What follows belongs to an exercise in optimizing a design on an open flow for small area, a short achievable clock period and few clock cycles; a production flow would make more cautious choices.
At most, simulation tests tie the RTL to the original design; equivalence was not proved.

## accel_top
module accel_top #(
  parameter int ARRAY_N = 4
) (
  input  logic        clk,
  input  logic        arst_n,
  input  logic        psel,
  input  logic        penable,
  input  logic        pwrite,
  input  logic [11:0] paddr,
  input  logic [31:0] pwdata,
  output logic [31:0] prdata,
  output logic        pready,
  output logic        pslverr,
  output logic        interrupt,
  output logic        busy
);
Size in the first run: roughly 2,100 cells after synthesis, roughly 710 flip-flops, roughly 85 I/O pins.
Settings: LEC_CHECK=0, CAP_MARGIN=20, CORE_MARGIN=2, CORE_UTILIZATION=40, PLACE_DENSITY=0.6, SLEW_MARGIN=20; clock period 10.0 ns.
standard.sh (not shown) runs the stock make flow with config.mk's settings and CLKGATE_MAP_FILE= SYNTH_SCRIPT=/design/flow/synth_recipe.tcl, a recipe that flattens the netlist after the stock synthesis.
==> flow/flow/run.sh <==
#!/bin/bash
# layout flow: the standard flow, with timing repair asked for 6.6 ns of setup slack
# so that it keeps improving the achieved period beyond the 10 ns clock
set -euo pipefail
bash standard.sh SETUP_SLACK_MARGIN=6.6 finish > standard.log 2>&1
The starting point finished clean.
Testbench counts at the start, summed over its fixed seeds: cycles 6,592.
Change:
==> flow/flow/run.sh (replaced) <==
#!/bin/bash
# layout flow: the standard flow, with timing repair asked for 6.6 ns of setup slack so
# that it keeps improving the achieved period beyond the 10 ns clock, and with plain
# buffers (rather than delay cells) on the ports
set -euo pipefail
bash standard.sh SETUP_SLACK_MARGIN=6.6 \
  "BUFFER_PORTS_ARGS=-buffer_cell sky130_fd_sc_hd__buf_2" finish > standard.log 2>&1
Settings changed: CTS_BUF_LIST set to sky130_fd_sc_hd__clkbuf_16, CTS_CLUSTER_DIAMETER set to 80, CTS_CLUSTER_SIZE set to 32.
Effect: Core utilization is lower by 3.1 points; sequential share of layout area is higher by 3.6 points; synthesized cell count stays the same; worst setup slack is better by 0.048 ns; die area is unchanged; first-iteration DRC count is higher by 3.2%; fmax is higher by 1.4%; wire length is lower by 6.8%; worst hold slack is better by 0.0084 ns.

* * *

Setup of R:
Another version of the RTL of accel_top (not shown whole).
Size: roughly 2200 cells after synthesis, ~720 flip-flops, ~85 I/O pins, about 0.032 sq mm of cells after synthesis.
clock: 10.0 ns
lec_check: 0
cap_margin: 20
core_margin: 2
core_utilization: 40
place_density: 0.6
slew_margin: 20
run.sh (not shown) runs the stock make flow with config.mk's settings and CLKGATE_MAP_FILE= SYNTH_SCRIPT=/design/flow/synth_recipe.tcl, a recipe that flattens the netlist after the stock synthesis.
Stock flow here: none of the scripts above is used.
Edits applied to the flow inputs when going from R to T:
==> flow/flow/run.sh (new file) <==
#!/bin/bash
# layout flow: the standard flow, with timing repair asked for 6.0 ns of setup slack
# so that it keeps improving the achieved period beyond the 10 ns clock
set -euo pipefail
bash standard.sh SETUP_SLACK_MARGIN=6.0 finish > standard.log 2>&1
==> flow/standard.sh (new file) <==
#!/bin/bash
# synth_recipe.tcl (not shown) runs the flow's synth.tcl, then flattens the netlist and writes it again
# the make line also repeats each setting of config.mk as NAME=value (left out here)
make -C /OpenROAD-flow-scripts/flow DESIGN_CONFIG=/design/flow/config.mk WORK_HOME=/design/flow/orfs CLKGATE_MAP_FILE= SYNTH_SCRIPT=/design/flow/synth_recipe.tcl "${@:-finish}"
removed: flow/run.sh
### Flow results
- Comparing T with R, the cell count came out essentially unchanged.
- Changes observed in T relative to R: number of global-route vias before repair saw little to no change, post-route clock period utilization saw a decrease, final wirelength saw a decrease, combined area of the multi-input logic cells saw an increase, first-pass GRT wire length saw a decrease.
- T has layout buffer count excluding clock buffers above what R had.
- For data required time at the worst endpoint, T and R come out practically identical.
No functional check of the RTL was part of any run of this note.

* * *

Another version of the RTL of accel_top (not shown whole).
Size in the first run: about 1,700 cells after synthesis, roughly 710 flip-flops, roughly 85 I/O pins, roughly 0.028 mm² of cells after synthesis.
clock: 10.0 ns
lec_check: 0
cap_margin: 20
core_margin: 2
core_utilization: 40
cts_buf_list: sky130_fd_sc_hd__clkbuf_16
cts_cluster_diameter: 80
cts_cluster_size: 32
place_density: 0.6
slew_margin: 20
standard.sh (not shown) runs the stock make flow with config.mk's settings and CLKGATE_MAP_FILE= SYNTH_SCRIPT=/design/flow/synth_recipe.tcl, a recipe that flattens the netlist after the stock synthesis.
==> flow/flow/run.sh <==
#!/bin/bash
# layout flow: the standard flow, with timing repair asked for 7.3 ns of setup slack so
# that it keeps improving the achieved period beyond the 10 ns clock, and with plain
# buffers (rather than delay cells) on the ports
set -euo pipefail
bash standard.sh SETUP_SLACK_MARGIN=7.3 \
  "BUFFER_PORTS_ARGS=-buffer_cell sky130_fd_sc_hd__buf_2" finish > standard.log 2>&1
The starting point completed without violations.
Testbench counts at the start, summed over its fixed seeds: cycles 6,656.
Edit:
==> flow/flow/run.sh (replaced) <==
#!/bin/bash
# layout flow: the standard flow, with timing repair asked for 7.0 ns of setup slack so
# that it keeps improving the achieved period beyond the 10 ns clock, and with plain
# buffers (rather than delay cells) on the ports
set -euo pipefail
bash standard.sh SETUP_SLACK_MARGIN=7.0 \
  "BUFFER_PORTS_ARGS=-buffer_cell sky130_fd_sc_hd__buf_2" finish > standard.log 2>&1
The new run finished clean. First-iteration DRC count climbs by 3.1%. Non-clock buffer count drops by 21. Cell count drops by 0.67%. Final area drops by 1.5%. Clock-buffer cell count climbs by 1. Register-to-register slack loses 0.22 ns. Synthesized area is unchanged. Die area is unchanged. Clock skew climbs by 0.0077 ns.

* * *

== v6 ==
accel_top, a different RTL version from the one above (not shown whole).
Size in the first run: roughly 1700 cells after synthesis, about 710 flip-flops, roughly 28000 sq um of cells after synthesis.
// accel_top
module accel_top #(
  parameter int ARRAY_N = 4
) (
  input  logic        clk,
  input  logic        arst_n,
  input  logic        psel,
  input  logic        penable,
  input  logic        pwrite,
  input  logic [11:0] paddr,
  input  logic [31:0] pwdata,
  output logic [31:0] prdata,
  output logic        pready,
  output logic        pslverr,
  output logic        interrupt,
  output logic        busy
);
  localparam int CELLS  = ARRAY_N * ARRAY_N;
  localparam int T_BITS = 58;
  logic       setup;
  logic       clear;             
  logic       in_buf;
  logic       hit_ctrl, hit_status, hit_a, hit_b;
  logic       ro_bits;
  logic       dec_err;
  logic [3:0] pidx;
  logic       rd_c, rd_status, rd_ctrl, rd_other;
  assign setup      = psel && !penable;
  assign in_buf     = (paddr[1:0] == 2'b00) && (paddr[7:6] == 2'b00);
  assign hit_ctrl   = (paddr == 12'h000);
  assign hit_status = (paddr == 12'h004);
  assign hit_a      = in_buf && (paddr[11:8] == 4'h1);
  assign hit_b      = in_buf && (paddr[11:8] == 4'h2);
  assign ro_bits    = |{pwdata[31:2], pwdata[0]};
  assign pidx       = paddr[5:2];
  always_comb begin
    if (pwrite) begin
      dec_err = !(hit_ctrl || hit_status || hit_a || hit_b) || (hit_status && ro_bits) ||
                ((hit_a || hit_b) && busy);
    end else begin
      dec_err = !(hit_ctrl || hit_status || hit_a || hit_b || (in_buf && paddr[11:8] == 4'h3));
    end
  end
  assign rd_c      = setup && !pwrite && (paddr[11:8] == 4'h3) &&
                     (paddr[7:6] == 2'b00) && (paddr[1:0] == 2'b00);
  assign rd_status = setup && !pwrite && hit_status;
  ...
export LEC_CHECK = 0
export CAP_MARGIN = 20
export CORE_MARGIN = 2
export CORE_UTILIZATION = 40
export CTS_BUF_LIST = sky130_fd_sc_hd__clkbuf_16
export CTS_CLUSTER_DIAMETER = 80
export CTS_CLUSTER_SIZE = 32
export PLACE_DENSITY = 0.6
export SLEW_MARGIN = 20
create_clock -name core_clock -period 10.0 [get_ports {clk}]
==> flow/flow/run.sh <==
#!/bin/bash
# layout flow: the standard flow, with timing repair asked for 6.8 ns of setup slack so
# that it keeps improving the achieved period beyond the 10 ns clock, and with plain
# buffers (rather than delay cells) on the ports
set -euo pipefail
bash standard.sh SETUP_SLACK_MARGIN=6.8 \
  "BUFFER_PORTS_ARGS=-buffer_cell sky130_fd_sc_hd__buf_2" finish > standard.log 2>&1
Testbench counts of v6, summed over its fixed seeds: cycles 6,656.
Changes in v7 relative to v6:
==> flow/flow/run.sh <==
#!/bin/bash
# layout flow: the standard flow, with timing repair asked for 6.9 ns of setup slack so
# that it keeps improving the achieved period beyond the 10 ns clock, and with plain
# buffers (rather than delay cells) on the ports
set -euo pipefail
bash standard.sh SETUP_SLACK_MARGIN=6.9 \
  "BUFFER_PORTS_ARGS=-buffer_cell sky130_fd_sc_hd__buf_2" finish > standard.log 2>&1
[summary]
- v7 vs v6: met3 wire length up in v7
- Of v6 and v7, the lower arrival time at the worst endpoint belongs to v6.
- Run comparison: v6 launch point of the critical path prdata[0]$_DFFE_PP_; v7 launch point of the critical path busy$_DFF_PN0_
- Of v6 and v7, the lower cell area after layout belongs to v6.
- Growth of design area from synthesis to finish, v6 and v7: larger value in v7

* * *

Another version of the RTL of accel_top (not shown whole).
Size in the first run: ~85 I/O pins, ~32,000 sq um of cells after synthesis.
==> flow/config.mk <==
export PLATFORM = sky130hd
export DESIGN_NAME = accel_top
export DESIGN_NICKNAME = accel_top
export VERILOG_FILES = /design/flow/design.v
export SDC_FILE = /design/flow/constraint.sdc
export NUM_CORES = 4
export LEC_CHECK = 0
export CAP_MARGIN = 20
export CORE_MARGIN = 2
export CORE_UTILIZATION = 40
export CTS_BUF_LIST = sky130_fd_sc_hd__clkbuf_4
export PLACE_DENSITY = 0.6
export SLEW_MARGIN = 20
==> flow/constraint.sdc <==
create_clock -name core_clock -period 10.0 [get_ports {clk}]
set_input_delay 2.0000 -clock core_clock [delete_from_list [all_inputs] [get_ports {clk}]]
set_output_delay 2.0000 -clock core_clock [all_outputs]
set_load 0.01 [all_outputs]
==> flow/flow/run.sh <==
#!/bin/bash
# layout flow: the standard flow, with timing repair asked for 6.6 ns of setup slack
# so that it keeps improving the achieved period beyond the 10 ns clock
set -euo pipefail
bash standard.sh SETUP_SLACK_MARGIN=6.6 finish > standard.log 2>&1
==> next run, changes <==
--- a/flow/config.mk
+++ b/flow/config.mk
@@ -9,5 +9,7 @@
 export CORE_MARGIN = 2
 export CORE_UTILIZATION = 40
-export CTS_BUF_LIST = sky130_fd_sc_hd__clkbuf_4
+export CTS_BUF_LIST = sky130_fd_sc_hd__clkbuf_16
+export CTS_CLUSTER_DIAMETER = 80
+export CTS_CLUSTER_SIZE = 32
 export PLACE_DENSITY = 0.6
 export SLEW_MARGIN = 20
Worst setup slack gains 0.036 ns; worst hold slack gains 0.038 ns; final area came out lower by 3.7%; wire length came out lower by 2.8%; via count came out lower by 6.1%; utilization came out lower by 1.7 points.
No run of this note included a check of the RTL's function; only the layout flow was run.

## separate check: timing with driven ports
No port has a modelled driver above. Below, the same layouts with a new extraction and two added sets of constraints.
Step 1, drivers: a clkbuf_16 drives clk and a buf_2 each remaining input, both assumed.
Step 2 also shifts input and output timing later by t, the mid clock arrival at the registers, as if the neighbouring blocks saw the same clock.
a / b / c = no drivers / after step 1 / after step 2; a / b = the first two.
run	shift t [ns]	slack for setup (ns)	worst slew at a driven data input, ns
the first run of note 1	0.674	6.598 / 6.595 / 5.948	0.08
the second run of note 1	0.639	6.646 / 6.682 / 6.043	0.08
R	0.670	5.902 / 5.902 / 5.392	0.05
T	0.681	6.121 / 6.121 / 5.553	0.05
the first run of note 3	0.696	6.797 / 6.738 / 6.464	0.05
the second run of note 3	0.685	6.812 / 6.757 / 6.345	0.04
v6	0.671	6.821 / 6.762 / 6.207	0.04
v7	0.679	6.796 / 6.735 / 6.198	0.04
the first run of note 5	1.079	6.376 / 6.314 / 5.609	0.05
the second run of note 5	0.712	6.412 / 6.412 / 5.946	0.05
After both steps setup and hold are still met in every run listed. For the first run of note 5, which loses most, drivers alone change the setup slack by -0.062 ns; drivers and shift together by -0.767 ns.
